Source: an optimization exercise on an open RTL-to-GDS flow (aim: small area, a short achievable clock period and few clock cycles per item). Production flows keep margins and buffers that such runs may drop.
Function was checked by simulation only, so behaviour that the tests miss may differ from the original.
Power and IR drop assume default switching activity.

--- flow/run.sh ---
#!/bin/bash
# synth_recipe.tcl (not shown) runs the flow's synth.tcl, then flattens the netlist and writes it again
# the make line also repeats each setting of config.mk as NAME=value (left out here)
make -C /OpenROAD-flow-scripts/flow DESIGN_CONFIG=/design/flow/config.mk WORK_HOME=/design/flow/orfs CLKGATE_MAP_FILE= SYNTH_SCRIPT=/design/flow/synth_recipe.tcl finish
--- flow/config.mk ---
export PLATFORM = sky130hd
export DESIGN_NAME = logic_capture_top
export DESIGN_NICKNAME = logic_capture_top
export VERILOG_FILES = /design/flow/design.v
export SDC_FILE = /design/flow/constraint.sdc
export NUM_CORES = 4
export LEC_CHECK = 0
export CAP_MARGIN = 20
export CORE_MARGIN = 2
export CORE_UTILIZATION = 40
export SLEW_MARGIN = 20
export SYNTH_MEMORY_MAX_BITS = 16384
--- flow/constraint.sdc ---
create_clock -name core_clock -period 6.0 [get_ports {clk_200m}]
set_input_delay 1.2000 -clock core_clock [delete_from_list [all_inputs] [get_ports {clk_200m}]]
set_output_delay 1.2000 -clock core_clock [all_outputs]
set_load 0.01 [all_outputs]
--- flow/design.v ---
package lb_pkg;
  typedef logic [32-1:0] lb_addr_t;
  typedef logic [32-1:0] lb_data_t;
endpackage
package capture_pkg;
  typedef logic [32-1:0] event_t;
  typedef logic [8-1:0]  port_t;
  typedef logic [8-1:0] mem_addr_t;
  typedef logic [8:0]   sample_count_t;
  typedef enum logic [1:0] {
    mode_nibbles    = 2'd0,
    mode_side_ad    = 2'd1,
    mode_side_eh    = 2'd2,
    mode_test_count = 2'd3
  } event_mode_t;
  typedef enum logic [1:0] {
    st_idle    = 2'd0,
    st_armed   = 2'd1,
    st_capture = 2'd2,
    st_done    = 2'd3
  } capture_state_t;
endpackage
module event_select (
  input  logic                 clk_200m,
  input  logic                 reset_200m,
  input  capture_pkg::port_t   port_a,
  input  capture_pkg::port_t   port_b,
  input  capture_pkg::port_t   port_c,
  input  capture_pkg::port_t   port_d,
  input  capture_pkg::port_t   port_e,
  input  capture_pkg::port_t   port_f,
  input  capture_pkg::port_t   port_g,
  input  capture_pkg::port_t   port_h,
  input  capture_pkg::event_mode_t mode,
  output capture_pkg::event_t  events
);
  capture_pkg::port_t  pin_a;
  capture_pkg::port_t  pin_b;
  capture_pkg::port_t  pin_c;
  capture_pkg::port_t  pin_d;
  capture_pkg::port_t  pin_e;
  capture_pkg::port_t  pin_f;
  capture_pkg::port_t  pin_g;
  capture_pkg::port_t  pin_h;
  capture_pkg::event_t test_cnt;
  always_ff @(posedge clk_200m) begin
    pin_a <= port_a;
    pin_b <= port_b;
    pin_c <= port_c;
    pin_d <= port_d;
    pin_e <= port_e;
    pin_f <= port_f;
    pin_g <= port_g;
    pin_h <= port_h;
  end
  always_ff @(posedge clk_200m) begin
    if (reset_200m) begin
      test_cnt <= '0;
    end else begin
      test_cnt <= test_cnt + 1'b1;
    end
  end
  always_ff @(posedge clk_200m) begin
    case (mode)
      capture_pkg::mode_nibbles: begin
        events <= {pin_h[3:0], pin_g[3:0], pin_f[3:0], pin_e[3:0],
                   pin_d[3:0], pin_c[3:0], pin_b[3:0], pin_a[3:0]};
      end
      capture_pkg::mode_side_ad: begin
        events <= {pin_d, pin_c, pin_b, pin_a};
      end
      capture_pkg::mode_side_eh: begin
        events <= {pin_h, pin_g, pin_f, pin_e};
      end
      default: begin
        events <= test_cnt;
      end
    endcase
  end
endmodule
module capture_ctrl (
  input  logic                          clk_200m,
  input  logic                          reset_200m,
  input  capture_pkg::event_t           events,
  input  logic                          arm,
  input  capture_pkg::event_t           trig_mask,
  input  lb_pkg::lb_data_t              window,
  output logic                          cap_we,
  output capture_pkg::mem_addr_t        cap_addr,
  output capture_pkg::event_t           cap_data,
  output capture_pkg::capture_state_t   state,
  output capture_pkg::sample_count_t    stored_count
);
  capture_pkg::event_t        prev_events;
  capture_pkg::sample_count_t next_count;
  lb_pkg::lb_data_t           cyc_cnt;
  logic                       trig_hit;
  logic                       store_en;
  logic                       last_cycle;
  assign trig_hit   = (trig_mask == '0) || ((events & trig_mask) != '0);
  assign store_en   = ((state == capture_pkg::st_armed) && trig_hit) ||
                      ((state == capture_pkg::st_capture) && (events != prev_events));
  assign next_count = stored_count + store_en;
  assign last_cycle = (cyc_cnt + 1'b1) >= window;
  always_ff @(posedge clk_200m) begin
    if (reset_200m) begin
      state        <= capture_pkg::st_idle;
      stored_count <= '0;
      cyc_cnt      <= '0;
      cap_we       <= 1'b0;
    end else begin
      cap_we <= store_en;
      case (state)
        capture_pkg::st_armed: begin
          if (trig_hit) begin
            stored_count <= next_count;
            cyc_cnt      <= 1;
            state        <= (window > 1) ? capture_pkg::st_capture : capture_pkg::st_done;
          end
        end
        capture_pkg::st_capture: begin
          stored_count <= next_count;
          cyc_cnt      <= cyc_cnt + 1'b1;
          if (last_cycle || next_count[8]) begin
            state <= capture_pkg::st_done;
          end
        end
        default: begin
          if (arm) begin
            state        <= capture_pkg::st_armed;
            stored_count <= '0;
          end
        end
      endcase
    end
  end
  always_ff @(posedge clk_200m) begin
    prev_events <= events;
    if (store_en) begin
      cap_addr <= stored_count[8-1:0];
      cap_data <= events;
    end
  end
endmodule
module lb_regs (
  input  logic                         clk_200m,
  input  logic                         reset_200m,
  input  logic                         lb_wr,
  input  logic                         lb_rd,
  input  lb_pkg::lb_addr_t             lb_addr,
  input  lb_pkg::lb_data_t             lb_wr_d,
  output lb_pkg::lb_data_t             lb_rd_d,
  output logic                         lb_rd_rdy,
  output capture_pkg::event_mode_t     mode,
  output logic                         arm,
  output capture_pkg::event_t          trig_mask,
  output lb_pkg::lb_data_t             window,
  input  capture_pkg::capture_state_t  state,
  input  capture_pkg::sample_count_t   stored_count,
  output logic                         host_req,
  output logic                         host_we,
  output capture_pkg::mem_addr_t       host_addr,
  output capture_pkg::event_t          host_wr_d,
  input  logic                         host_done,
  input  capture_pkg::event_t          host_rd_d
);
  capture_pkg::mem_addr_t mem_addr;
  lb_pkg::lb_data_t       reg_rd_mux;
  lb_pkg::lb_data_t       status_word;
  logic                   mem_sel;
  logic                   mem_start;
  logic                   rd_pend;
  logic                   rd_done;
  assign mem_sel   = (lb_addr[7:0] == 8'hA0);
  assign mem_start = (lb_wr || lb_rd) && mem_sel;
  assign rd_done   = host_done && rd_pend;
  always_comb begin
    status_word                   = '0;
    status_word[1:0]              = state;
    status_word[4] = host_req;
    status_word[31:16]            = 16'(stored_count);
    case (lb_addr[7:0])
      8'h90:      reg_rd_mux = lb_pkg::lb_data_t'(mode);
      8'h94: reg_rd_mux = lb_pkg::lb_data_t'(trig_mask);
      8'h98:    reg_rd_mux = window;
      8'h9C:  reg_rd_mux = lb_pkg::lb_data_t'(mem_addr);
      8'hA4:    reg_rd_mux = status_word;
      default:        reg_rd_mux = '0;
    endcase
  end
  always_ff @(posedge clk_200m) begin
    if (reset_200m) begin
      mode      <= capture_pkg::mode_nibbles;
      arm       <= 1'b0;
      trig_mask <= '0;
      window    <= '0;
      mem_addr  <= '0;
      host_req  <= 1'b0;
      rd_pend   <= 1'b0;
      lb_rd_rdy <= 1'b0;
    end else begin
      arm       <= 1'b0;
      lb_rd_rdy <= rd_done || (lb_rd && !mem_sel);
      if (lb_wr) begin
        case (lb_addr[7:0])
          8'h90: begin
            mode <= capture_pkg::event_mode_t'(lb_wr_d[1:0]);
            arm  <= lb_wr_d[4];
          end
          8'h94: trig_mask <= capture_pkg::event_t'(lb_wr_d);
          8'h98:    window    <= lb_wr_d;
          8'h9C:  mem_addr  <= capture_pkg::mem_addr_t'(lb_wr_d);
          default:        ;
        endcase
      end
      if (host_done) begin
        host_req <= 1'b0;
        rd_pend  <= 1'b0;
      end
      if (mem_start) begin
        host_req <= 1'b1;
        rd_pend  <= lb_rd;
      end
    end
  end
  always_ff @(posedge clk_200m) begin
    if (mem_start) begin
      host_we   <= lb_wr;
      host_addr <= mem_addr;
      host_wr_d <= capture_pkg::event_t'(lb_wr_d);
    end
    if (rd_done) begin
      lb_rd_d <= lb_pkg::lb_data_t'(host_rd_d);
    end else if (lb_rd && !mem_sel) begin
      lb_rd_d <= reg_rd_mux;
    end
  end
endmodule
module mem_arbiter (
  input  logic                    clk_200m,
  input  logic                    reset_200m,
  input  logic                    cap_we,
  input  capture_pkg::mem_addr_t  cap_addr,
  input  capture_pkg::event_t     cap_data,
  input  logic                    host_req,
  input  logic                    host_we,
  input  capture_pkg::mem_addr_t  host_addr,
  input  capture_pkg::event_t     host_wr_d,
  output logic                    host_done,
  output capture_pkg::event_t     host_rd_d,
  output logic                    ram_we,
  output capture_pkg::mem_addr_t  ram_addr,
  output capture_pkg::event_t     ram_wr_d,
  input  capture_pkg::event_t     ram_rd_d
);
  logic host_grant;
  logic in_flight;
  assign host_grant = host_req && !cap_we && !in_flight;
  assign ram_we   = cap_we || (host_grant && host_we);
  assign ram_addr = cap_we ? cap_addr : host_addr;
  assign ram_wr_d = cap_we ? cap_data : host_wr_d;
  always_ff @(posedge clk_200m) begin
    if (reset_200m) begin
      in_flight <= 1'b0;
    end else begin
      in_flight <= host_grant;
    end
  end
  assign host_done = in_flight;
  assign host_rd_d = ram_rd_d;
endmodule
module sample_ram (
  input  logic                    clk_200m,
  input  logic                    ram_we,
  input  capture_pkg::mem_addr_t  ram_addr,
  input  capture_pkg::event_t     ram_wr_d,
  output capture_pkg::event_t     ram_rd_d
);
  capture_pkg::event_t mem [2**8];
  always_ff @(posedge clk_200m) begin
    if (ram_we) begin
      mem[ram_addr] <= ram_wr_d;
    end
    ram_rd_d <= mem[ram_addr];
  end
endmodule
module logic_capture_top (
  input  logic                clk_200m,
  input  logic                reset_200m,
  input  capture_pkg::port_t  port_a,
  input  capture_pkg::port_t  port_b,
  input  capture_pkg::port_t  port_c,
  input  capture_pkg::port_t  port_d,
  input  capture_pkg::port_t  port_e,
  input  capture_pkg::port_t  port_f,
  input  capture_pkg::port_t  port_g,
  input  capture_pkg::port_t  port_h,
  input  logic                lb_wr,
  input  logic                lb_rd,
  input  lb_pkg::lb_addr_t    lb_addr,
  input  lb_pkg::lb_data_t    lb_wr_d,
  output lb_pkg::lb_data_t    lb_rd_d,
  output logic                lb_rd_rdy
);
  capture_pkg::event_mode_t    mode;
  capture_pkg::event_t         events;
  capture_pkg::event_t         trig_mask;
  lb_pkg::lb_data_t            window;
  logic                        arm;
  capture_pkg::capture_state_t state;
  capture_pkg::sample_count_t  stored_count;
  logic                        cap_we;
  capture_pkg::mem_addr_t      cap_addr;
  capture_pkg::event_t         cap_data;
  logic                        host_req;
  logic                        host_we;
  capture_pkg::mem_addr_t      host_addr;
  capture_pkg::event_t         host_wr_d;
  logic                        host_done;
  capture_pkg::event_t         host_rd_d;
  logic                        ram_we;
  capture_pkg::mem_addr_t      ram_addr;
  capture_pkg::event_t         ram_wr_d;
  capture_pkg::event_t         ram_rd_d;
  event_select u_event_select (
    .clk_200m   (clk_200m),
    .reset_200m (reset_200m),
    .port_a     (port_a),
    .port_b     (port_b),
    .port_c     (port_c),
    .port_d     (port_d),
    .port_e     (port_e),
    .port_f     (port_f),
    .port_g     (port_g),
    .port_h     (port_h),
    .mode       (mode),
    .events     (events)
  );
  capture_ctrl u_capture_ctrl (
    .clk_200m     (clk_200m),
    .reset_200m   (reset_200m),
    .events       (events),
    .arm          (arm),
    .trig_mask    (trig_mask),
    .window       (window),
    .cap_we       (cap_we),
    .cap_addr     (cap_addr),
    .cap_data     (cap_data),
    .state        (state),
    .stored_count (stored_count)
  );
  lb_regs u_lb_regs (
    .clk_200m     (clk_200m),
    .reset_200m   (reset_200m),
    .lb_wr        (lb_wr),
    .lb_rd        (lb_rd),
    .lb_addr      (lb_addr),
    .lb_wr_d      (lb_wr_d),
    .lb_rd_d      (lb_rd_d),
    .lb_rd_rdy    (lb_rd_rdy),
    .mode         (mode),
    .arm          (arm),
    .trig_mask    (trig_mask),
    .window       (window),
    .state        (state),
    .stored_count (stored_count),
    .host_req     (host_req),
    .host_we      (host_we),
    .host_addr    (host_addr),
    .host_wr_d    (host_wr_d),
    .host_done    (host_done),
    .host_rd_d    (host_rd_d)
  );
  mem_arbiter u_mem_arbiter (
    .clk_200m   (clk_200m),
    .reset_200m (reset_200m),
    .cap_we     (cap_we),
    .cap_addr   (cap_addr),
    .cap_data   (cap_data),
    .host_req   (host_req),
    .host_we    (host_we),
    .host_addr  (host_addr),
    .host_wr_d  (host_wr_d),
    .host_done  (host_done),
    .host_rd_d  (host_rd_d),
    .ram_we     (ram_we),
    .ram_addr   (ram_addr),
    .ram_wr_d   (ram_wr_d),
    .ram_rd_d   (ram_rd_d)
  );
  sample_ram u_sample_ram (
    .clk_200m (clk_200m),
    .ram_we   (ram_we),
    .ram_addr (ram_addr),
    .ram_wr_d (ram_wr_d),
    .ram_rd_d (ram_rd_d)
  );
endmodule
==> run_results.csv <==
group,metric,value,unit
route,drtIter0Drc,25700,
die,initial_core_util,40.1,%
status,outcome,"finished clean",
cts,cts_tree,"done",
timing,hold_viol,0,
logic_synthesis,synth_cell_type_count,63,
cells_and_area,drive_above_1_share,24.5,%
critical_path,end_kind,"flip-flop",
logic_synthesis,ys_ff_latch,8620,
pwr,p_leak,0.113,uW
global_routing,grt_pass1_vias,164000,
logic_synthesis,synth_xor_area_share,0.244,%
cells_and_area,fin_util,46.4,%
timing,maxSlewViolCount,0,
min_path,hold_depth,0,
global_routing,track_usage,23.2,%
global_routing,grt_overflow,0,
cts,post-cts-setup-buffers,0,
timing,finalSetupTns,0,ns
cts,clk_latency,1.22,ns
cts,hold_buffers,0,
die,ioPinCount,165,
cts,cts.repair.resized,0,
global_routing,antenna_found_initial,41,
cells_and_area,fin_nets,16600,
cts,cts_sinks,8620,
cells_and_area,most-common-layout-cells,"8305 x edfxtp_1, 1672 x mux4_2, 848 x clkbuf_16, 825 x mux2i_1, 746 x buf_4",
route,via_per_inst,6.03,
timing,timing.fmax,173,MHz
logic_synthesis,synthCells,15400,
timing,grt_setup_unrepaired,"no",
timing,min_period_over_period,96.2,%
cts,htree_levels,6,
die,die_h,907,um
die,design.die.area,822000,um^2
timing,fin_crit,5.77,ns
logic_synthesis,synth_top_family_by_area,"multiplexers",
die,dieWidth,907,um
cts,clockBufferDepth,4,
route,wire_per_inst,35.1,um
die,core,813000,um^2
logic_synthesis,async_flop_share,0,%
logic_synthesis,synth_compound_area_share,3.91,%
logic_synthesis,synth_fa_ha_area_share,0.146,%
critical_path,cp_max_fo,44,
min_path,holdCritPathClass,"flip-flop to flip-flop",
logic_synthesis,ys.flop_type,"edfxtp_1",
logic_synthesis,syn-cell-area,326000,um^2
logic_synthesis,ys_warn_count,5,
critical_path,r2r_cells,12,
critical_path,r2r-start,"u_capture_ctrl.cap_we",
cts,clk_pin_slew,0.07,ns
cells_and_area,fillers,66900,
min_path,min_to,"u_capture_ctrl.prev_events[30]",
cts,cts_buffers,842,
timing,clock_skew,0.0922,ns
route,ant_nets,0,
place,io_buffers,140,
cells_and_area,design_area,377000,um^2
timing,slew-limit-headroom,14.8,%
critical_path,critPathRequiredTime,7.06,ns
critical_path,reg2reg_to,"u_sample_ram.ram_rd_d[18]",
cells_and_area,area_delta_synth_final,15.7,%
critical_path,cp.arrival,6.83,ns
global_routing,grt_max_degree,179,
cts,root_buffer,"clkbuf_16",
critical_path,reg2reg_setup_slack,0.23,ns
logic_synthesis,synth_area_per_cell,21.2,um^2
logic_synthesis,synth_edf_count,8305,
critical_path,criticalPathCategory,"flip-flop to flip-flop",
logic_synthesis,syn_nets,15600,
place,placed_cell_area,350000,um^2
cells_and_area,mostFrequentLayoutCell,"edfxtp_1",
run,maxCapViolCount,0,
route,dr_total_vias,169000,
logic_synthesis,synth-seq-area-share,78.4,%
logic_synthesis,synthMuxAreaShare,14.2,%
timing,tightest_slew,1.28,ns
die,rows,331,
route,drc,0,
place,hpwl,572000,um
logic_synthesis,synthSimpleGateAreaFrac,1.75,%
place,gp_congestion,0.874,
route,drt-pass1-iter-count,10,
route,wl,985000,um
pwr,ir_worst_vdd,0.000364,V
timing,setup_violations,0,
pwr,power_density,397,nW/um^2
critical_path,start_kind,"flip-flop",
global_routing,grt_pass1_wl,1350000,um
min_path,min-delay-start,"u_event_select.events[30]",
-- synth_stat cells, drive strengths merged, types with 4 or more instances --
library cell,count,area share [%]
edfxtp,8305,76
mux4,1672,12
mux2i,825,2.5
nand2,694,0.80
a22oi,561,1.3
clkbuf,473,0.54
buf,418,0.73
a21oi,401,0.62
nor2,369,0.42
o22ai,323,0.62
dfxtp,315,1.9
a211oi,164,0.38
o221ai,164,0.44
nor4,92,0.18
o21ai,80,0.12
a41oi,68,0.18
xor2,65,0.17
nand4,63,0.12
inv,45,0.052
ha,38,0.15
mux2,35,0.12
o41ai,32,0.086
nand3,29,0.045
xnor2,26,0.070
nor3,20,0.031
a21o,16,0.037
nor2b,15,0.029
and3,14,0.027
and2,13,0.025
a222oi,10,0.031
and4,9,0.024
a22o,8,0.021
nand3b,5,0.012
o32ai,5,0.016
or3,5,0.0096
a221oi,4,0.011
o2111ai,4,0.011
-- layer usage --
metal	GRT usage, %	wire [um]	up-vias
met5	0	25	-
met4	8.57	42800	4
met3	4.99	104000	1437
met2	36.0	452000	9332
met1	32.6	386000	91300
li1	-	-	66900
-- power by group --
| part | total [uW] | internal, uW | switching, uW | leakage [uW] |
|---|---|---|---|---|
| Combinational | 26500 | 8670 | 17800 | 0.0230 |
| Clock | 52400 | 29300 | 23100 | 0.0131 |
| Sequential | 70800 | 70200 | 677 | 0.0773 |
| Total | 150000 | 108000 | 41600 | 0.113 |
-- flip-flops by register name, indices dropped and copies added, names as in the netlist, 9 cells and up --
signal                       cells
u_event_select.events           32
u_event_select.test_cnt         32
u_lb_regs.host_wr_d             32
u_lb_regs.window                32
u_sample_ram.mem              8192
u_capture_ctrl.stored_count      9
u_capture_ctrl.cyc_cnt          32
u_lb_regs.trig_mask             32
u_lb_regs.lb_rd_d               32
u_capture_ctrl.prev_events      32
u_sample_ram.ram_rd_d           32
u_capture_ctrl.cap_data         32
-- cells by family (layout without fill, tap and decap cells) --
group                    Yosys count  after routing
flip-flops                      8620           8620
multiplexers                    2532           2532
AO/OA/AOI/OAI                   1859           1859
AND/OR/NAND/NOR                 1338           1338
adder cells (fa/ha/maj)           38             38
buffers and inverters            936           2703
XOR/XNOR                          91             91
other                              0             19
-- worst max-delay path, stage by stage (launching register included) --
cell and delay, ns:
dfxtp_4 0.64, mux2_8 1.00, buf_12 0.35, buf_4 0.33, mux4_2 0.54, nand2_1 0.09, o221ai_1 0.13, a211oi_1 0.72
o22ai_1 0.19, buf_4 0.23, o21ai_1 0.77, buf_4 0.28, nand4_1 0.10
-- layout make-up --
cell class,count,area [um^2],share of cell area (%)
antenna,19,47.5,0.0126
clock buffer,1064,22200,5.89
clock inverter,491,4860,1.29
inverter,45,169,0.0448
multi-input combinational,5858,69400,18.4
sequential,8620,256000,67.8
tap,10800,13500,3.59
timing repair buffer,1103,11400,3.01
-- worst max path at each step --
stage / startpoint / cells after the start / slack, ns / end
after detailed placement: u_capture_ctrl.cap_we / 12 / 0.49 / u_sample_ram.ram_rd_d[18]
after CTS: u_capture_ctrl.cap_we / 12 / 0.47 / u_sample_ram.ram_rd_d[18]
after global routing: u_capture_ctrl.cap_we / 12 / 0.25 / u_sample_ram.ram_rd_d[18]
after floorplan: lb_addr[1] / 5 / 1.71 / u_lb_regs.lb_rd_d[0]
after global placement: u_capture_ctrl.cap_we / 12 / 0.55 / u_sample_ram.ram_rd_d[18]
final: u_capture_ctrl.cap_we / 12 / 0.23 / u_sample_ram.ram_rd_d[18]
-- per-stage QoR --
stage	hold slack [ns]	std cells	power (uW)	worst slack [ns]
detailed placement	0.422	26400	98300	0.486
finish	0.426	28000	150000	0.231
floorplan	0.372	15400	85900	1.71
CTS	0.368	28000	150000	0.469
global placement	0.430	26400	97900	0.555
global route	0.408	28000	153000	0.253
Testbench counts, summed over its fixed seeds: cycles 34,948, words 8,696.

re-timing with driven ports:
No port has a modelled driver above. Below, the same layout with a new extraction and two added sets of constraints.
Step 1 (the two cells are an assumption about what drives the block):
set clk [get_ports {clk_200m}]
set_driving_cell -lib_cell sky130_fd_sc_hd__clkbuf_16 $clk
set_driving_cell -lib_cell sky130_fd_sc_hd__buf_2 [delete_from_list [all_inputs] $clk]
Step 2 adds t to the input delays and takes it off the output delays; t is the mean of the earliest and latest rising clock arrival at the registers after step 1. Input paths then give back, and output paths get back, about the clock's delay inside the block.
Three values: no drivers, after step 1, after step 2; two values: the first two.
t, ns: 1.323
setup slack, ns: 0.231 / 0.231 / 0.231
worst setup path after step 2: register to register
clock arrival spread, ns: 0.101 / 0.100
After both steps this run still meets setup and hold. For this run, drivers alone change the setup slack by 0.000 ns; drivers and shift together by 0.000 ns.
